This is an optimization exercise on Yosys and OpenROAD, whose aim is a short achievable clock period, not a production implementation.
Function was checked by simulation only, so behaviour that the tests miss may differ from the original.
In this run the design's own scripts or RTL, not TritonCTS, make the clock network.
No driver is modelled on the clock port, so clock power and skew are understated where the tree is cut down; a real chip needs a root buffer or a tree.
No activity file was given, so power comes from the tool's default toggle rates.

`flow/flow/run.sh`:
```
#!/bin/bash
# Own layout flow: the standard flow (standard.sh) for every step, with
# the clock tree that CTS builds swapped, inside the CTS step, for a
# two-level clock-inverter tree (post_cts.tcl sources clocktree.tcl), then
# legalized and repaired again. Each step's output goes to a log file here.
set -eo pipefail
cd "$(dirname "$0")/.."
flowdir=$(pwd)/flow
bash standard.sh synth > synth.log 2>&1
bash standard.sh floorplan place > place.log 2>&1
bash standard.sh POST_CTS_TCL="$flowdir/post_cts.tcl" cts > cts.log 2>&1
bash standard.sh finish > finish.log 2>&1
```
`flow/flow/clocktree.tcl`:
```
# Replace the clock tree with two levels of clock inverters: the clock port
# drives NR root inverters, each of which drives a few of the NB leaf
# inverters, and each leaf drives one cluster of flip-flops. Both levels
# invert, so the flip-flops see the port's edge.
set BUF [expr {[info exists ::env(VU_CLK_BUF)] ? $::env(VU_CLK_BUF) : "sky130_fd_sc_hd__clkinv_16"}]
set block [ord::get_db_block]
set db [ord::get_db]
set root [$block findNet clk_i]

# Walk the existing tree from the port: buffers/loads to delete, sink pins to keep
set sinks {}
set old_insts {}
set old_nets {}
set todo [list $root]
while {[llength $todo]} {
  set net [lindex $todo 0]
  set todo [lrange $todo 1 end]
  foreach it [$net getITerms] {
    if {[$it isOutputSignal]} { continue }
    set inst [$it getInst]
    set m [[$inst getMaster] getName]
    if {[[$inst getMaster] isSequential] || [string match "*__df*" $m]} {
      lappend sinks $it
    } else {
      lappend old_insts $inst
      foreach ot [$inst getITerms] {
        if {[$ot isOutputSignal] && [$ot getNet] ne "NULL"} {
          lappend todo [$ot getNet]
          lappend old_nets [$ot getNet]
        }
      }
    }
  }
}
puts "clocktree: [llength $sinks] sinks, removing [llength $old_insts] cells and [llength $old_nets] nets"
foreach it $sinks { $it disconnect }
foreach inst $old_insts { odb::dbInst_destroy $inst }
foreach net $old_nets { odb::dbNet_destroy $net }

# Leaf cells: about 30 flip-flops each
set NR [expr {[info exists ::env(VU_CLK_ROOTS)] ? $::env(VU_CLK_ROOTS) : 4}]
set NB [expr {[info exists ::env(VU_CLK_BUFS)] ? $::env(VU_CLK_BUFS) : $NR * max(1, int(ceil([llength $sinks] / (29.0 * $NR))))}]

# Sink positions (pin centres)
set pts {}
foreach it $sinks {
  set inst [$it getInst]
  set bb [$inst getBBox]
  lappend pts [list [expr {([$bb xMin] + [$bb xMax]) / 2.0}] [expr {([$bb yMin] + [$bb yMax]) / 2.0}]]
}
# k-means from a grid of seeds
set n [llength $pts]
set xs [lsort -real [lmap p $pts {lindex $p 0}]]
set ys [lsort -real [lmap p $pts {lindex $p 1}]]
set cent {}
set gx [expr {int(ceil(sqrt($NB)))}]
set gy [expr {int(ceil(double($NB) / $gx))}]
for {set k 0} {$k < $NB} {incr k} {
  set ix [expr {$k % $gx}]
  set iy [expr {$k / $gx}]
  lappend cent [list [lindex $xs [expr {int(($ix + 0.5) * $n / $gx)}]] [lindex $ys [expr {int(($iy + 0.5) * $n / $gy)}]]]
}
set cap [expr {int(ceil(double($n) / $NB))}]
for {set iter 0} {$iter < 30} {incr iter} {
  # balanced assignment: each point to its nearest centre with room left, farthest-first
  set cnt [lrepeat $NB 0]
  set asg [lrepeat $n -1]
  set items {}
  for {set i 0} {$i < $n} {incr i} {
    set p [lindex $pts $i]
    set best 1e30
    for {set k 0} {$k < $NB} {incr k} {
      set c [lindex $cent $k]
      set d [expr {abs([lindex $p 0] - [lindex $c 0]) + abs([lindex $p 1] - [lindex $c 1])}]
      if {$d < $best} { set best $d }
    }
    lappend items [list $i $best]
  }
  foreach item [lsort -real -decreasing -index 1 $items] {
    set i [lindex $item 0]
    set p [lindex $pts $i]
    set bk -1
    set best 1e30
    for {set k 0} {$k < $NB} {incr k} {
      if {[lindex $cnt $k] >= $cap} { continue }
      set c [lindex $cent $k]
      set d [expr {abs([lindex $p 0] - [lindex $c 0]) + abs([lindex $p 1] - [lindex $c 1])}]
      if {$d < $best} { set best $d; set bk $k }
    }
    lset asg $i $bk
    lset cnt $bk [expr {[lindex $cnt $bk] + 1}]
  }
  set sx [lrepeat $NB 0.0]
  set sy [lrepeat $NB 0.0]
  for {set i 0} {$i < $n} {incr i} {
    set k [lindex $asg $i]
    lset sx $k [expr {[lindex $sx $k] + [lindex $pts $i 0]}]
    lset sy $k [expr {[lindex $sy $k] + [lindex $pts $i 1]}]
  }
  for {set k 0} {$k < $NB} {incr k} {
    if {[lindex $cnt $k] > 0} {
      lset cent $k [list [expr {[lindex $sx $k] / [lindex $cnt $k]}] [expr {[lindex $sy $k] / [lindex $cnt $k]}]]
    }
  }
}
puts "clocktree: cluster sizes $cnt"

set master [$db findMaster $BUF]
$root setSigType CLOCK
# NR root cells on the port each drive a group of leaf cells; with
# inverters (VU_CLK_INV) both levels invert, so the flops see the port's edge
set RCELL [expr {[info exists ::env(VU_CLK_RCELL)] ? $::env(VU_CLK_RCELL) : $BUF}]
set rmaster [$db findMaster $RCELL]
set inpin [expr {[string match "*clkinv*" $BUF] ? "A" : "A"}]
set outpin [expr {[string match "*clkinv*" $BUF] ? "Y" : "X"}]
set rin "A"
set rout [expr {[string match "*clkinv*" $RCELL] ? "Y" : "X"}]
# group the leaves into NR contiguous groups: halves by x, then each half
# by y (quadrants for NR=4); each root drives one group
set lorder {}
for {set k 0} {$k < $NB} {incr k} { lappend lorder [list $k [lindex $cent $k 0] [lindex $cent $k 1]] }
set lorder [lsort -real -index 1 $lorder]
set nx [expr {$NR >= 4 ? 2 : 1}]
set groups {}
set per_x [expr {int(ceil(double($NB) / $nx))}]
for {set gx 0} {$gx < $nx} {incr gx} {
  set col [lsort -real -index 2 [lrange $lorder [expr {$gx * $per_x}] [expr {min($NB, ($gx + 1) * $per_x) - 1}]]]
  set ny [expr {$NR / $nx}]
  set per_y [expr {int(ceil(double([llength $col]) / $ny))}]
  for {set gy 0} {$gy < $ny} {incr gy} {
    lappend groups [lrange $col [expr {$gy * $per_y}] [expr {min([llength $col], ($gy + 1) * $per_y) - 1}]]
  }
}
for {set r 0} {$r < $NR} {incr r} {
  set rinst [odb::dbInst_create $block $rmaster "vu_clkroot_$r"]
  set rnet [odb::dbNet_create $block "vu_clkroot_net_$r"]
  $rnet setSigType CLOCK
  [$rinst findITerm $rin] connect $root
  [$rinst findITerm $rout] connect $rnet
  set rx 0.0; set ry 0.0; set cntr 0
  foreach item [lindex $groups $r] {
    set k [lindex $item 0]
    set leafroot($k) $rnet
    set rx [expr {$rx + [lindex $cent $k 0]}]; set ry [expr {$ry + [lindex $cent $k 1]}]; incr cntr
  }
  $rinst setLocation [expr {int($rx / $cntr) - [$rmaster getWidth] / 2}] [expr {int($ry / $cntr) - [$rmaster getHeight] / 2}]
  $rinst setPlacementStatus PLACED
}
for {set k 0} {$k < $NB} {incr k} {
  set inst [odb::dbInst_create $block $master "vu_clkbuf_$k"]
  set net [odb::dbNet_create $block "vu_clknet_$k"]
  $net setSigType CLOCK
  [$inst findITerm $inpin] connect $leafroot($k)
  [$inst findITerm $outpin] connect $net
  set c [lindex $cent $k]
  $inst setLocation [expr {int([lindex $c 0]) - [$master getWidth] / 2}] [expr {int([lindex $c 1]) - [$master getHeight] / 2}]
  $inst setPlacementStatus PLACED
  set nets($k) $net
}
for {set i 0} {$i < $n} {incr i} {
  [lindex $sinks $i] connect $nets([lindex $asg $i])
}
```
`flow/flow/post_cts.tcl`:
```
# Runs inside ORFS's CTS step after its own tree and repair: swap the tree
# for a two-level inverter tree (clocktree.tcl), legalize, repair again.
source [file join [file dirname [info script]] clocktree.tcl]
detailed_placement
estimate_parasitics -placement
report_clock_skew
repair_timing_helper
detailed_placement
check_placement -verbose
estimate_parasitics -placement
report_clock_skew
report_checks -path_delay max -format full_clock_expanded
```
`flow/standard.sh`:
```
#!/bin/bash
# synth_recipe.tcl (not shown) runs the flow's synth.tcl, then flattens the netlist and writes it again
# the make line also repeats each setting of config.mk as NAME=value (left out here)
make -C /OpenROAD-flow-scripts/flow DESIGN_CONFIG=/design/flow/config.mk WORK_HOME=/design/flow/orfs CLKGATE_MAP_FILE= SYNTH_SCRIPT=/design/flow/synth_recipe.tcl "${@:-finish}"
```
`flow/config.mk`:
```
export PLATFORM = sky130hd
export DESIGN_NAME = vector_unit_top
export DESIGN_NICKNAME = vector_unit_top
export VERILOG_FILES = /design/flow/design.v
export SDC_FILE = /design/flow/constraint.sdc
export NUM_CORES = 4
export LEC_CHECK = 0
export CAP_MARGIN = 20
export CORE_MARGIN = 2
export CORE_UTILIZATION = 55
export SETUP_SLACK_MARGIN = 2.4
export SLEW_MARGIN = 20
export SYNTH_HIERARCHICAL = 1
```
`flow/constraint.sdc`:
```
create_clock -name core_clock -period 4.0 [get_ports {clk_i}]
set_input_delay 0.8000 -clock core_clock [delete_from_list [all_inputs] [get_ports {clk_i}]]
set_output_delay 0.8000 -clock core_clock [all_outputs]
set_load 0.01 [all_outputs]
```
`flow/design.v`:
```
package vector_unit_pkg;
    typedef enum logic [1:0] {
        ESIZE_8  = 2'b00,
        ESIZE_16 = 2'b01
    } esize_t;
    typedef enum logic [3:0] {
        OP_VSRA       = 4'd0,
        OP_RND_VSRA   = 4'd1,
        OP_VSRL       = 4'd2,
        OP_RND_VSRL   = 4'd3,
        OP_VSLL       = 4'd4,
        OP_SAT_VSLL   = 4'd5,
        OP_VSATL_SMPR = 4'd6,
        OP_VSATL_RNDR = 4'd7,
        OP_VADD       = 4'd8,
        OP_VSUB       = 4'd9,
        OP_SAT_VADD   = 4'd10,
        OP_SAT_VSUB   = 4'd11
    } vunit_op_t;
    typedef enum logic [2:0] {
        VSRA, RND_VSRA, VSRL, RND_VSRL, VSLL, SAT_VSLL, VSATL_SMPR, VSATL_RNDR
    } vshift_uops_t;
    typedef enum logic [1:0] {
        VADD, VSUB, SAT_VADD, SAT_VSUB
    } vadd_uops_t;
endpackage : vector_unit_pkg
`timescale 1ns/1ps
module vu_lane_srl #(
    parameter bit E16 = 1'b1
) (
    input  logic [15:0] x,
    input  logic [3:0]  sa,
    input  logic [3:0]  sb,
    output logic [15:0] y
);
    localparam int W = E16 ? 16 : 8;
    logic [15:0] t;
    always_comb begin
        for (int j = 0; j < 16; j++) begin
            t[j] = 1'b0;
            for (int k = 0; k < 4; k++)
                if ((j % W) + k < W) t[j] = t[j] | (sa[k] & x[j+k]);
        end
        for (int j = 0; j < 16; j++) begin
            y[j] = 1'b0;
            for (int k = 0; k < (E16 ? 4 : 2); k++)
                if ((j % W) + 4*k < W) y[j] = y[j] | (sb[k] & t[j+4*k]);
        end
    end
endmodule
module vu_lane_sll #(
    parameter bit E16 = 1'b1
) (
    input  logic [15:0] x,
    input  logic [3:0]  sa,
    input  logic [3:0]  sb,
    output logic [15:0] y
);
    localparam int W = E16 ? 16 : 8;
    logic [15:0] t;
    always_comb begin
        for (int j = 0; j < 16; j++) begin
            t[j] = 1'b0;
            for (int k = 0; k < 4; k++)
                if ((j % W) - k >= 0) t[j] = t[j] | (sa[k] & x[j-k]);
        end
        for (int j = 0; j < 16; j++) begin
            y[j] = 1'b0;
            for (int k = 0; k < (E16 ? 4 : 2); k++)
                if ((j % W) - 4*k >= 0) y[j] = y[j] | (sb[k] & t[j-4*k]);
        end
    end
endmodule
module vu_mux2 #(
    parameter int W = 32
) (
    input  logic         s,
    input  logic [W-1:0] a,
    input  logic [W-1:0] b,
    output logic [W-1:0] y
);
    assign y = s ? b : a;
endmodule
module vu_rmux (
    input  logic [4:0]  adr,
    input  logic [31:0] opa,
    input  logic [31:0] opb,
    input  logic [5:0]  ctrl,
    input  logic [31:0] res,
    input  logic        ovf,
    output logic [31:0] y
);
    logic        ok;
    logic [31:0] m;
    assign ok = !adr[4] && !adr[1] && !adr[0];
    always_comb begin
        case (adr[3:2])
            2'd0: m = opa;
            2'd1: m = opb;
            2'd2: m = {26'b0, ctrl};
            default: m = res;
        endcase
        y = m & {32{ok}};
        y[1] = y[1] | (ovf && adr == 5'h10);
    end
endmodule
`timescale 1ns/1ps
module vu_lane_carry #(
    parameter bit SUB = 1'b0
) (
    input  logic [15:0] a,
    input  logic [15:0] b,
    input  logic        e16,
    output logic [15:0] c
);
    logic [15:0] g, t;
    vu_gen #(.SUB(SUB)) gen_i (.a(a), .b(b), .g(g), .t(t));
    vu_carry #(.CIN(SUB)) carry_i (.g(g), .t(t), .e16(e16), .c(c));
endmodule
module vu_load #(
    parameter int W = 32
) (
    input  logic         en,
    input  logic         clr,
    input  logic [W-1:0] d,
    input  logic [W-1:0] q,
    output logic [W-1:0] y
);
    assign y = en ? d : (clr ? '0 : q);
endmodule
module vu_gen #(
    parameter bit SUB = 1'b0
) (
    input  logic [15:0] a,
    input  logic [15:0] b,
    output logic [15:0] g,
    output logic [15:0] t
);
    assign g = a & (SUB ? ~b : b);
    assign t = a | (SUB ? ~b : b);
endmodule
module vu_carry #(
    parameter bit CIN = 1'b0
) (
    input  logic [15:0] g,
    input  logic [15:0] t,
    input  logic        e16,
    output logic [15:0] c
);
    always_comb begin
        logic [8:0] gl, tl;
        logic [7:0] gh, th;
        gl[0] = CIN;
        tl[0] = 1'b0;
        for (int i = 0; i < 8; i++) begin
            gl[i+1] = g[i];
            tl[i+1] = t[i];
        end
        for (int d = 1; d < 9; d = d * 2) begin
            logic [8:0] gn, tn;
            gn = gl;
            tn = tl;
            for (int i = d; i < 9; i++) begin
                gn[i] = gl[i] | (tl[i] & gl[i-d]);
                tn[i] = tl[i] & tl[i-d];
            end
            gl = gn;
            tl = tn;
        end
        gh = g[15:8];
        th = t[15:8];
        for (int d = 1; d < 8; d = d * 2) begin
            logic [7:0] gn, tn;
            gn = gh;
            tn = th;
            for (int i = d; i < 8; i++) begin
                gn[i] = gh[i] | (th[i] & gh[i-d]);
                tn[i] = th[i] & th[i-d];
            end
            gh = gn;
            th = tn;
        end
        for (int i = 0; i < 8; i++) c[i] = gl[i];
        c[8] = e16 ? gl[8] : CIN;
        for (int i = 9; i < 16; i++)
            c[i] = e16 ? (gh[i-9] | (th[i-9] & gl[8])) : (gh[i-9] | (th[i-9] & CIN));
    end
endmodule
module vu_pick5 #(
    parameter int W = 32
) (
    input  logic [4:0]  sel,
    input  logic [W-1:0] w0,
    input  logic [W-1:0] w1,
    input  logic [W-1:0] w2,
    input  logic [W-1:0] w3,
    input  logic [W-1:0] w4,
    output logic [W-1:0] y
);
    assign y = ({W{sel[0]}} & w0) | ({W{sel[1]}} & w1) | ({W{sel[2]}} & w2) |
               ({W{sel[3]}} & w3) | ({W{sel[4]}} & w4);
endmodule
module vu_pick4 #(
    parameter int W = 32
) (
    input  logic [3:0]   sel,
    input  logic [W-1:0] w0,
    input  logic [W-1:0] w1,
    input  logic [W-1:0] w2,
    input  logic [W-1:0] w3,
    output logic [W-1:0] y
);
    assign y = ({W{sel[0]}} & w0) | ({W{sel[1]}} & w1) | ({W{sel[2]}} & w2) |
               ({W{sel[3]}} & w3);
endmodule
module vu_or2 (
    input  logic a,
    input  logic b,
    output logic y
);
    assign y = a | b;
endmodule
module vu_pickn #(
    parameter int N = 8,
    parameter int W = 8
) (
    input  logic [N-1:0]   sel,
    input  logic [N*W-1:0] w,
    output logic [W-1:0]   y
);
    always_comb begin
        y = '0;
        for (int i = 0; i < N; i++) y = y | ({W{sel[i]}} & w[W*i +: W]);
    end
endmodule
module vu_stage2 #(
    parameter bit E16 = 1'b1
) (
    input  logic [15:0] q,
    input  logic [3:0]  nib,
    input  logic [15:0] px,
    input  logic [1:0]  a2a,
    input  logic [1:0]  a2s,
    input  logic [1:0]  am,
    input  logic [1:0]  rr,
    input  logic [1:0]  hh1,
    input  logic [1:0]  hh0,
    output logic [15:0] y,
    output logic [1:0]  hit
);
    localparam int W = E16 ? 16 : 8;
    always_comb begin
        hit = '0;
        for (int l = 0; l < 16 / W; l++)
            hit[E16 ? 1 : l] = q[W*l+W-1] ? hh1[E16 ? 1 : l] : hh0[E16 ? 1 : l];
        for (int i = 0; i < 16; i++) begin
            logic all1, x;
            all1 = 1'b1;
            for (int b = 0; b < 4; b++)
                if (b >= (W * (i / W)) / 4 && b < i / 4) all1 = all1 & nib[b];
            for (int j = 0; j < 16; j++)
                if (j >= 4 * (i / 4) && j < i) all1 = all1 & q[j];
            x = (a2a[i / 8] & px[i]) | (a2s[i / 8] & ~px[i]) | (rr[E16 ? 1 : i / W] & all1);
            y[i] = hit[E16 ? 1 : i / W] ? ((i == W * (i / W) + W - 1) ? am[E16 ? 1 : i / W] : ~am[E16 ? 1 : i / W])
                                        : (q[i] ^ x);
        end
    end
endmodule
module vu_final (
    input  logic [7:0] s16,
    input  logic [7:0] s8,
    input  logic       sel16,
    input  logic       sel8,
    input  logic [7:0] p1,
    input  logic       en1,
    output logic [7:0] y
);
    assign y = ({8{sel16}} & s16) | ({8{sel8}} & s8) | ({8{en1}} & p1);
endmodule
module vu_g_aoi22 (input logic a0, input logic b0, input logic a1, input logic b1, output logic y);
    assign y = ~((a0 & b0) | (a1 & b1));
endmodule
module vu_g_nand3 (input logic a, input logic b, input logic c, output logic y);
    assign y = ~(a & b & c);
endmodule
module vu_g_nand2p (input logic a, input logic b, output logic y);
    assign y = ~(a & b);
endmodule
`timescale 1ns/1ps
module vu_cp #(
    parameter int W = 1
) (
    input  logic [W-1:0] d,
    output logic [W-1:0] y
);
    assign y = d;
endmodule
`timescale 1ns/1ps
module vector_unit_top (
    input  logic                  clk_i,
    input  logic                  rst_n_i,
    input  logic                  wb_cyc_i,
    input  logic                  wb_stb_i,
    input  logic                  wb_we_i,
    input  logic [5-1:0] wb_adr_i,
    input  logic [32-1:0] wb_dat_i,
    input  logic [3:0]            wb_sel_i,
    output logic [32-1:0] wb_dat_o,
    output logic                  wb_ack_o
);
    localparam int P_CA16 = 0;    
    localparam int P_CA8  = 1;    
    localparam int P_CS16 = 2;    
    localparam int P_CS8  = 3;    
    localparam int P_SL16 = 4;
    localparam int P_SL8  = 5;
    localparam int P_SR16 = 6;
    localparam int P_SR8  = 7;
    localparam int P_FL16 = 8;    
    localparam int P_FL8  = 9;
    localparam int NP     = 10;
    logic        ack_q;
    logic        wr_opa_q, wr_opb_q, wr_ctrl_q;
    logic        opa_v, opb_v, res_v;
    logic [31:0] opa_q, opb_q, result_q;
    logic [7:0]  nib_q;
    logic [31:0] opas_q, opac_q, opbc_q;
    logic [5:0]  ctrl_q;
    logic        ovf_q;
    logic [3:0]  mag_q;
    logic [15:0] oh16_q, th16_q;
    logic [7:0]  oh8_q, th8_q;
    logic [63:0] shc_q;
    logic [31:0] presl16_q, presl8_q, presr16_q, presr8_q;
    logic [31:0] precy_a16_q, precy_a8_q, precy_s16_q, precy_s8_q, prexor_q;
    logic [31:0] prefl16_q, prefl8_q;
    logic        dc_add_q, dc_add1_q, dc_round_q, dc_shsat_q, dc_addsat_q, dc_go_q;
    logic        e16_s;
    logic [3:0]  wrc_q, pgo_q;
    logic [NP-1:0] pk_q [4];
    logic [3:0]  a2c_q, sub2c_q;
    logic [3:0]  rr_q, hh1_q, hh0_q;
    logic [3:0]  a2c8_q, sub2c8_q, rr8_q;
    logic        e16_2, v2_q;
    logic [3:0]  e16c2_q;
    logic req;
    assign req      = wb_cyc_i && wb_stb_i && !ack_q;
    assign wb_ack_o = ack_q;
    logic [31:0] rdata;
    vu_rmux rmux_i (
        .adr  (wb_adr_i),
        .opa  (opa_q & {32{opa_v}}),
        .opb  (opb_q & {32{opb_v}}),
        .ctrl (ctrl_q),
        .res  (result_q & {32{res_v}}),
        .ovf  (ovf_q),
        .y    (rdata)
    );
    always_ff @(posedge clk_i) begin
        wb_dat_o <= rdata;
    end
    logic [3:0] d;
    logic       neg, e16_in;
    logic       dc_add, dc_sub, dc_sll, dc_sr, dc_arith;
    assign d        = wb_dat_i[3:0];
    assign neg      = opb_q[4];
    assign e16_in   = wb_dat_i[5] | wb_dat_i[4];
    assign dc_add   =  d[3] & ~d[2];
    assign dc_sub   =  d[0];
    assign dc_sll   = ~d[3] &  d[2] & ~(d[1] & neg);
    assign dc_sr    = ~d[3] & (~d[2] | (d[1] & neg));
    assign dc_arith = (~d[2] & ~d[1]) | (d[2] & d[1] & neg);
    logic [NP-1:0] pk_d;
    always_comb begin
        pk_d = '0;
        pk_d[P_CA16] = dc_add & ~dc_sub &  e16_in;
        pk_d[P_CA8]  = dc_add & ~dc_sub & ~e16_in;
        pk_d[P_CS16] = dc_add &  dc_sub &  e16_in;
        pk_d[P_CS8]  = dc_add &  dc_sub & ~e16_in;
        pk_d[P_SL16] = dc_sll &  e16_in;
        pk_d[P_SL8]  = dc_sll & ~e16_in;
        pk_d[P_SR16] = dc_sr  &  e16_in;
        pk_d[P_SR8]  = dc_sr  & ~e16_in;
        pk_d[P_FL16] = dc_sr  & dc_arith &  e16_in;
        pk_d[P_FL8]  = dc_sr  & dc_arith & ~e16_in;
    end
    logic g_add1, g_round, g_shsat, g_addsat, g_go;
    assign g_add1   = wr_ctrl_q & dc_add1_q;
    assign g_round  = wr_ctrl_q & dc_round_q;
    assign g_shsat  = wr_ctrl_q & dc_shsat_q;
    assign g_addsat = wr_ctrl_q & dc_addsat_q;
    assign g_go     = wr_ctrl_q & dc_go_q;
    logic [31:0] sl16_w, sl8_w, sr16_w, sr8_w;
    logic [31:0] cy_a16_w, cy_a8_w, cy_s16_w, cy_s8_w;
    for (genvar h = 0; h < 2; h++) begin : g_pre
        vu_lane_srl #(.E16(1)) srl16_i (.x(opas_q[16*h +: 16]), .sa(shc_q[8*(4*h+0) +: 4]), .sb(shc_q[8*(4*h+0)+4 +: 4]), .y(sr16_w[16*h +: 16]));
        vu_lane_srl #(.E16(0)) srl8_i  (.x(opas_q[16*h +: 16]), .sa(shc_q[8*(4*h+1) +: 4]), .sb(shc_q[8*(4*h+1)+4 +: 4]), .y(sr8_w[16*h +: 16]));
        vu_lane_sll #(.E16(1)) sll16_i (.x(opas_q[16*h +: 16]), .sa(shc_q[8*(4*h+2) +: 4]), .sb(shc_q[8*(4*h+2)+4 +: 4]), .y(sl16_w[16*h +: 16]));
        vu_lane_sll #(.E16(0)) sll8_i  (.x(opas_q[16*h +: 16]), .sa(shc_q[8*(4*h+3) +: 4]), .sb(shc_q[8*(4*h+3)+4 +: 4]), .y(sl8_w[16*h +: 16]));
        vu_lane_carry #(.SUB(0)) ca16_i (.a(opac_q[16*h +: 16]), .b(opbc_q[16*h +: 16]), .e16(1'b1), .c(cy_a16_w[16*h +: 16]));
        vu_lane_carry #(.SUB(0)) ca8_i  (.a(opac_q[16*h +: 16]), .b(opbc_q[16*h +: 16]), .e16(1'b0), .c(cy_a8_w[16*h +: 16]));
        vu_lane_carry #(.SUB(1)) cs16_i (.a(opac_q[16*h +: 16]), .b(opbc_q[16*h +: 16]), .e16(1'b1), .c(cy_s16_w[16*h +: 16]));
        vu_lane_carry #(.SUB(1)) cs8_i  (.a(opac_q[16*h +: 16]), .b(opbc_q[16*h +: 16]), .e16(1'b0), .c(cy_s8_w[16*h +: 16]));
    end
    logic [31:0] fill16_w, fill8_w;
    always_comb begin
        for (int i = 0; i < 32; i++) begin
            logic [3:0] sa16, sb16, sa8, sb8;
            logic       ge16, ge8;
            sa16 = shc_q[8*(4*(i/16)+0) +: 4];
            sb16 = shc_q[8*(4*(i/16)+0)+4 +: 4];
            sa8  = shc_q[8*(4*(i/16)+1) +: 4];
            sb8  = shc_q[8*(4*(i/16)+1)+4 +: 4];
            ge16 = 1'b0;
            ge8  = 1'b0;
            for (int hj = 0; hj < 4; hj++) begin
                if (i % 16 != 0 && hj > (16 - i % 16) / 4) ge16 = ge16 | sb16[hj];
                if (i % 8 != 0 && hj > (8 - i % 8) / 4)   ge8  = ge8  | sb8[hj];
                for (int lj = 0; lj < 4; lj++) begin
                    if (i % 16 != 0 && hj == (16 - i % 16) / 4 && lj >= (16 - i % 16) % 4)
                        ge16 = ge16 | (sb16[hj] & sa16[lj]);
                    if (i % 8 != 0 && hj == (8 - i % 8) / 4 && lj >= (8 - i % 8) % 4)
                        ge8 = ge8 | (sb8[hj] & sa8[lj]);
                end
            end
            fill16_w[i] = opas_q[16*(i/16)+15] & ge16;
            fill8_w[i]  = opas_q[8*(i/8)+7]    & ge8;
        end
    end
    logic [3:0] rnd_w, sat_w, h1_w, h0_w;
    always_comb begin
        for (int i = 0; i < 4; i++) begin
            logic r8, s8, same;
            r8 = |(opa_q[8*i +: 7] & oh8_q[7:1]);
            s8 = |(opa_q[8*i +: 8] & th8_q);
            same = opa_q[8*i+7] ~^ (opb_q[8*i+7] ^ dc_add1_q);
            h1_w[i] = same & ~opa_q[8*i+7];
            h0_w[i] = same &  opa_q[8*i+7];
            if (i % 2 == 1) begin
                logic r16, s16;
                r16 = |(opa_q[16*(i/2) +: 15] & oh16_q[15:1]);
                s16 = |(opa_q[16*(i/2) +: 16] & th16_q);
                rnd_w[i] = e16_s ? r16 : r8;
                sat_w[i] = e16_s ? s16 : s8;
            end else begin
                rnd_w[i] = r8 & !e16_s;
                sat_w[i] = s8 & !e16_s;
                h1_w[i]  = h1_w[i] & !e16_s;
                h0_w[i]  = h0_w[i] & !e16_s;
            end
        end
    end
    logic [31:0] st2_16, st2_8;
    logic [3:0]  hit16, hit8, hit;
    for (genvar h = 0; h < 2; h++) begin : g_st2
        vu_stage2 #(.E16(1)) s16_i (
            .q   (result_q[16*h +: 16]), .nib (nib_q[4*h +: 4]), .px (prexor_q[16*h +: 16]), .a2a (a2c_q[2*h +: 2]), .a2s (sub2c_q[2*h +: 2]),
            .am  ({opa_q[16*h+15], opa_q[16*h+7]}),
            .rr  (rr_q[2*h +: 2]), .hh1 (hh1_q[2*h +: 2]), .hh0 (hh0_q[2*h +: 2]),
            .y   (st2_16[16*h +: 16]), .hit (hit16[2*h +: 2]));
        vu_stage2 #(.E16(0)) s8_i (
            .q   (result_q[16*h +: 16]), .nib (nib_q[4*h +: 4]), .px (prexor_q[16*h +: 16]), .a2a (a2c8_q[2*h +: 2]), .a2s (sub2c8_q[2*h +: 2]),
            .am  ({opa_q[16*h+15], opa_q[16*h+7]}),
            .rr  (rr8_q[2*h +: 2]), .hh1 (hh1_q[2*h +: 2]), .hh0 (hh0_q[2*h +: 2]),
            .y   (st2_8[16*h +: 16]), .hit (hit8[2*h +: 2]));
    end
    assign hit = e16_2 ? (hit16 & 4'b1010) : hit8;
    logic [31:0] result_d;
    logic [7:0]  nib_d;
    for (genvar k = 0; k < 4; k++) begin : g_pick
        logic [NP-1:0]   sel;
        logic [8*NP-1:0] w;
        logic            hold, sel16, sel8, en1;
        logic [7:0]      pa, pb;
        assign sel   = pk_q[k];
        assign hold  = !(wrc_q[k] & pgo_q[k]);
        assign sel16 = hold &  e16c2_q[k];
        assign sel8  = hold & !e16c2_q[k];
        assign en1   = wrc_q[k];
        assign w     = {prefl8_q[8*k +: 8], prefl16_q[8*k +: 8],
                        presr8_q[8*k +: 8], presr16_q[8*k +: 8],
                        presl8_q[8*k +: 8], presl16_q[8*k +: 8],
                        precy_s8_q[8*k +: 8], precy_s16_q[8*k +: 8],
                        precy_a8_q[8*k +: 8], precy_a16_q[8*k +: 8]};
        for (genvar b = 0; b < 8; b++) begin : g_bit
            logic [4:0] t;
            logic [2:0] z;
            for (genvar j = 0; j < 5; j++) begin : g_t
                vu_g_aoi22 t_i (.a0(sel[2*j]), .b0(w[8*(2*j)+b]), .a1(sel[2*j+1]), .b1(w[8*(2*j+1)+b]), .y(t[j]));
            end
            vu_g_nand3  pa_i (.a(t[0]), .b(t[1]), .c(t[2]), .y(pa[b]));
            vu_g_nand2p pb_i (.a(t[3]), .b(t[4]), .y(pb[b]));
            vu_g_aoi22  z0_i (.a0(sel16), .b0(st2_16[8*k+b]), .a1(sel8), .b1(st2_8[8*k+b]), .y(z[0]));
            vu_g_nand2p z1_i (.a(en1), .b(pa[b]), .y(z[1]));
            vu_g_nand2p z2_i (.a(en1), .b(pb[b]), .y(z[2]));
            vu_g_nand3  y_i  (.a(z[0]), .b(z[1]), .c(z[2]), .y(result_d[8*k+b]));
        end
        assign nib_d[2*k]   = &(pa[3:0] | pb[3:0]);
        assign nib_d[2*k+1] = &(pa[7:4] | pb[7:4]);
    end
    logic [31:0] opa_d, opb_d;
    vu_load #(.W(32)) lda_i (.en(wr_opa_q), .clr(!opa_v), .d(wb_dat_i), .q(opa_q), .y(opa_d));
    vu_load #(.W(32)) ldb_i (.en(wr_opb_q), .clr(!opb_v), .d(wb_dat_i), .q(opb_q), .y(opb_d));
    logic [31:0] opas_d, opac_d, opbc_d;
    vu_load #(.W(32)) ldas_i (.en(wr_opa_q), .clr(!opa_v), .d(wb_dat_i), .q(opas_q), .y(opas_d));
    vu_load #(.W(32)) ldac_i (.en(wr_opa_q), .clr(!opa_v), .d(wb_dat_i), .q(opac_q), .y(opac_d));
    vu_load #(.W(32)) ldbc_i (.en(wr_opb_q), .clr(!opb_v), .d(wb_dat_i), .q(opbc_q), .y(opbc_d));
    logic [3:0]  mag_d;
    logic [15:0] oh16_d, th16_d;
    logic [7:0]  oh8_d, th8_d;
    always_comb begin
        mag_d = opb_q[4] ? 4'(5'd0 - opb_q[4:0]) : opb_q[3:0];
        for (int k = 0; k < 16; k++) oh16_d[k] = (mag_q == 4'(k));
        for (int k = 0; k < 8; k++)  oh8_d[k]  = (mag_q[2:0] == 3'(k));
        for (int k = 0; k < 16; k++) begin
            th16_d[k] = 1'b0;
            for (int j = 15 - k; j < 16; j++) th16_d[k] = th16_d[k] | oh16_d[j];
        end
        for (int k = 0; k < 8; k++) begin
            th8_d[k] = 1'b0;
            for (int j = 7 - k; j < 8; j++) th8_d[k] = th8_d[k] | oh8_d[j];
        end
    end
    logic [63:0] shc_d;
    logic [7:0]  sel16_d, sel8_d;
    always_comb begin
        for (int k = 0; k < 4; k++) begin
            sel16_d[k]   = (mag_d[1:0] == 2'(k));
            sel16_d[4+k] = (mag_d[3:2] == 2'(k));
        end
        sel8_d = {2'b00, mag_d[2], !mag_d[2], sel16_d[3:0]};
    end
    for (genvar k = 0; k < 8; k++) begin : g_shc
        vu_cp #(.W(8)) cp_i (.d((k % 2 == 0) ? sel16_d : sel8_d), .y(shc_d[8*k +: 8]));
    end
    logic          wr_ctrl_d;
    logic [3:0]    wrc_d, pgo_d, a2c_d, sub2c_d, e16c2_d, a2c8_d, sub2c8_d, rr8_d;
    logic [NP-1:0] pk_cd [4];
    assign wr_ctrl_d = req && wb_we_i && (wb_adr_i == 5'h08);
    for (genvar k = 0; k < 4; k++) begin : g_cp
        vu_cp #(.W(1))  wrc_i  (.d(wr_ctrl_d), .y(wrc_d[k]));
        vu_cp #(.W(1))  pgo_i  (.d(dc_add | dc_sll | dc_sr), .y(pgo_d[k]));
        vu_cp #(.W(NP)) pk_i   (.d(pk_d), .y(pk_cd[k]));
        vu_cp #(.W(1))  a2c_i  (.d(g_go & dc_add_q & !dc_add1_q), .y(a2c_d[k]));
        vu_cp #(.W(1))  sub2c_i(.d(g_add1), .y(sub2c_d[k]));
        vu_cp #(.W(1))  a2c8_i (.d(g_go & dc_add_q & !dc_add1_q), .y(a2c8_d[k]));
        vu_cp #(.W(1))  sub2c8_i(.d(g_add1), .y(sub2c8_d[k]));
        vu_cp #(.W(1))  rr8_i  (.d(rnd_w[k] & g_round), .y(rr8_d[k]));
        vu_cp #(.W(1))  e16c2_i(.d(e16_s), .y(e16c2_d[k]));
    end
    always_ff @(posedge clk_i or negedge rst_n_i) begin
        if (!rst_n_i) begin
            ack_q     <= 1'b0;
            wr_opa_q  <= 1'b0;
            wr_opb_q  <= 1'b0;
            wr_ctrl_q <= 1'b0;
            wrc_q     <= '0;
            opa_v     <= 1'b0;
            opb_v     <= 1'b0;
            res_v     <= 1'b0;
            v2_q      <= 1'b0;
            ctrl_q    <= '0;
            ovf_q     <= 1'b0;
        end else begin
            ack_q     <= req;
            wr_opa_q  <= req && wb_we_i && (wb_adr_i == 5'h00);
            wr_opb_q  <= req && wb_we_i && (wb_adr_i == 5'h04);
            wr_ctrl_q <= wr_ctrl_d;
            wrc_q     <= wrc_d;
            opa_v     <= opa_v | wr_opa_q;
            opb_v     <= opb_v | wr_opb_q;
            res_v     <= res_v | g_go;
            v2_q      <= g_go;
            if (wr_ctrl_q) ctrl_q <= wb_dat_i[5:0];
            if (v2_q) ovf_q <= |hit;
        end
    end
    always_ff @(posedge clk_i) begin
        opa_q       <= opa_d;
        opb_q       <= opb_d;
        opas_q      <= opas_d;
        opac_q      <= opac_d;
        opbc_q      <= opbc_d;
        result_q    <= result_d;
        nib_q       <= nib_d;
        mag_q       <= mag_d;
        oh16_q      <= oh16_d;
        th16_q      <= th16_d;
        oh8_q       <= oh8_d;
        th8_q       <= th8_d;
        shc_q       <= shc_d;
        presl16_q   <= sl16_w;
        presl8_q    <= sl8_w;
        presr16_q   <= sr16_w;
        presr8_q    <= sr8_w;
        precy_a16_q <= cy_a16_w;
        precy_a8_q  <= cy_a8_w;
        precy_s16_q <= cy_s16_w;
        precy_s8_q  <= cy_s8_w;
        prexor_q    <= opac_q ^ opbc_q;
        prefl16_q   <= fill16_w;
        prefl8_q    <= fill8_w;
        pgo_q       <= pgo_d;
        for (int k = 0; k < 4; k++) pk_q[k] <= pk_cd[k];
        dc_add_q    <= dc_add;
        dc_add1_q   <=  d[3] & ~d[2] &  d[0];
        dc_addsat_q <=  d[3] & ~d[2] &  d[1];
        dc_round_q  <= ~d[3] &  d[0] & (~d[2] | (d[1] & neg));
        dc_shsat_q  <= ~d[3] &  d[2] & ((~d[1] & d[0]) | (d[1] & ~neg));
        dc_go_q     <= dc_add | dc_sll | dc_sr;
        e16_s       <= e16_in;
        e16_2       <= e16_s;
        e16c2_q     <= e16c2_d;
        a2c_q       <= a2c_d;
        sub2c_q     <= sub2c_d;
        rr_q        <= rnd_w & {4{g_round}};
        a2c8_q      <= a2c8_d;
        sub2c8_q    <= sub2c8_d;
        rr8_q       <= rr8_d;
        hh1_q       <= (sat_w & {4{g_shsat}}) | (h1_w & {4{g_addsat}});
        hh0_q       <= (sat_w & {4{g_shsat}}) | (h0_w & {4{g_addsat}});
    end
endmodule
```
==> results.txt <==
worst max-delay path by stage:
| stage | depth (start not counted) | slack, ps | end | startpoint |
|---|---|---|---|---|
| finish | 4 | 2310 | wrc_q[2] | wb_adr_i[4] |
| global route | 6 | 2280 | precy_a16_q[26] | opbc_q[19] |
| detailed placement | 4 | 1030 | pk_q[2][1] | wb_dat_i[5] |
| floorplan | 4 | 2250 | wb_dat_o[5] | wb_adr_i[2] |
| global placement | 4 | 1070 | wb_dat_o[17] | wb_adr_i[3] |
cell type report:
class	instances	share of cell area, %
multi-input cells	2596	48.5
diodes	1	0.00616
inverters	111	3.13
flip-flops and latches	789	39.9
well taps	873	2.69
repair buffers	247	5.71
cells in the final DEF (no fill, tap or decap), types with 20 or more instances in the layout:
cell and n:
a22oi_2 210, and3_1 26, or2_2 20, nor2_4 20, clkinv_16 32, a22o_1 246
xor2_1 46, nand4_1 29, nor2_1 57, or2_1 70, nor2b_2 47, a22oi_1 162
dfxtp_1 621, nand2_1 297, and4_1 23, nor2b_1 70, mux2i_1 68, o21a_1 30
nand3_1 122, and2_2 57, o21ai_1 78, and2_1 156, o21ai_0 72, buf_6 50
xnor2_1 22, dfxtp_4 53, buf_4 124, nand2b_1 68, a21oi_1 72, dfxtp_2 96
conb_1 36, a21o_1 69, inv_1 66
power groups by stage:
stage / Combinational (mW) / Clock, mW / Sequential, mW
global placement: 0.817 / 0 / 8.41
global route: 1.14 / 4.07 / 8.24
floorplan: 0.668 / 0 / 8.31
finish: 1.07 / 3.72 / 8.21
detailed placement: 0.831 / 0 / 8.41
layer usage:
metal,wire (um),up-vias,share of wire (%)
met5,0,-,0
met2,52700,1378,43
li1,-,13400,-
met1,55900,14800,46
met3,9950,188,8.1
met4,3670,0,3.0
==> results by group <==
Status
  – Status: timing/DRC/antenna clean

Pwr
  – Lkg Pwr: roughly 16 nW
  – Logic pwr share: under 10%
  – Design Power: roughly 13 mW
  – Switch Pwr: 3.98 mW
  – Int Pwr: between 9 and 10 mW
  – Switching Share: 30.6%
  – Pwr per Cell Area: about 320 nW/um2
  – Fraction of power consumed by sequential logic: between 60% and 70%
  – Worst VDD drop: around 360 uV
  – Part of the power in the clock network: approximately 29%

Global route
  – Met2 Resource Use GR: around half
  – Total congestion overflow: 0
  – GRT Total Usage: ~34%
  – M3 GR Usage: under 10%
  – Global-route wire length before repair: 180,000 um
  – Met1 usage: between 50% and 60%
  – Initial antenna violation count: 6
  – Largest net degree at the start of global routing: 34
  – Vias in the first global route: about 28,000
  – GR peak layer: met2

Critical path
  – Crit-path max FO: 5
  – R2r startpoint: opbc_q[19]
  – Critical Path RT: approximately 4200 ps
  – WP data arrival: roughly 1900 ps
  – Setup crit start kind: primary input
  – Max stage delay cell, worst path: nor4b_4
  – FF-to-FF End: precy_a16_q[26]
  – Crit-path cells: buf_8 > nor4b_4 > nand2_2 > nor3b_4
  – Register-to-Register Path Depth: 6
  – Crit path kind: in2reg
  – Buf/Inv on CP: 1
  – CP peak stage delay: approximately 490 ps
  – Cell family with most CP delay: simple AND/OR/NAND/NOR gates
  – FF-to-FF setup slack: 2330 ps
  – CP endpoint kind: flip-flop

Logic synthesis
  – Synthesized area: ~37,000 um2
  – Post-Syn Area per Cell: ~10 um2
  – Synth Instances: roughly 3,700
  – Synth warn: 19

Timing
  – Max_slew headroom: between 40% and 50%
  – WHS: 402 ps
  – Endpoints failing setup: 0
  – Final Hold Vio Count: 0
  – Worst-Margin Slew: a little under 900 ps
  – Clock period minus worst slack: about 1700 ps
  – Setup TNS: 0 ps
  – Clk_skew: roughly 22 ps
  – Period utilization: about 42%
  – Final worst setup slack: about 2300 ps
  – Final Max Tran Viols: 0
  – RSZ-0062 raised after global routing: true
  – Highest Clock Rate: just under 600 MHz

Finish
  – Top Registers: shc_q: 60 flops, pk_q: 40 flops
  – Fin util: roughly three fifths
  – Max FFs per register: 60
  – Fillers: 5,547
  – Area Growth Syn to Fin: 9.98%
  – Final Net Count: about 3,800
  – Layout cell share with drive strength beyond 1: between 20% and 30%
  – Biggest register: shc_q
  – Post-route insts no fill: roughly 4,600
  – Multi-input gate area: between 15,000 and 20,000 um2
  – Fin area: just over 40,000 um2
  – Seq. cell area: 16,200 um2

Die
  – # rows: between 90 and 100
  – Die X: between 200 and 300 um
  – I/O pin cnt: 79
  – Total Die Area: 69,300 um2
  – Chip height: between 200 and 300 um
  – Initial Utilization: a little under three fifths
  – Placeable Area: roughly 67,000 um2

Place
  – Detailed placement HPWL: about 80,000 um
  – Final Wtd Congestion: approximately 0.98
  – I/O Buffers: 74
  – DP Area: 36,900 um2
  – Placed cells: about 4,400
  – Setup WS pre-CTS: about 1000 ps

Flow run
  – Total of max-cap violations: 0

Drt
  – DRC errors left: 0
  – Post-route antenna net violation count: 0
  – WL per Instance: between 20 and 30 um
  – Drt pass-1 iters: 8
  – Vias per inst: 6.44
  – DR vias: 29,800
  – DRT Wirelength: 122,000 um
  – Initial drt markers: ~3,100

Hold path
  – Hold crit path type: reg2reg
  – Hold Path Depth: 0
  – Hold Path Sink: mag_q[0]
  – HP Start: opb_q[0]

Clock tree
  – Clock latency (worst-skew pair): just over 300 ps
  – Clk slew on worst S/H paths: 90 ps
  – Clock sinks: ~790

## static timing again, ports no longer ideal
In the flow no input, the clock included, has a driving cell. The finished layout below was timed again as built, in two steps. Step 1 sets driving cells, clkbuf_16 on the clock port and buf_2 on the other inputs (assumed; they add their load-dependent delay and slew). Step 2 moves the port delays by t, midway between the first and last clock arrival at a register: inputs arrive t later, outputs are due t later. That takes back most of the time a late clock gives input paths. Three values: ideal, step 1, step 2; two values: the first two.
t (ns): 0.573
setup WS [ns]: 2.314 / 2.100 / 1.954
hold slack, ns: 0.402 / 0.402 / 0.402
worst register clock-pin slew, ns: 0.10 / 0.10
pins driven straight from the clock port: 4
After both steps this run still meets setup and hold. The setup slack of this run moves by -0.214 ns with the drivers and by -0.360 ns with both steps.
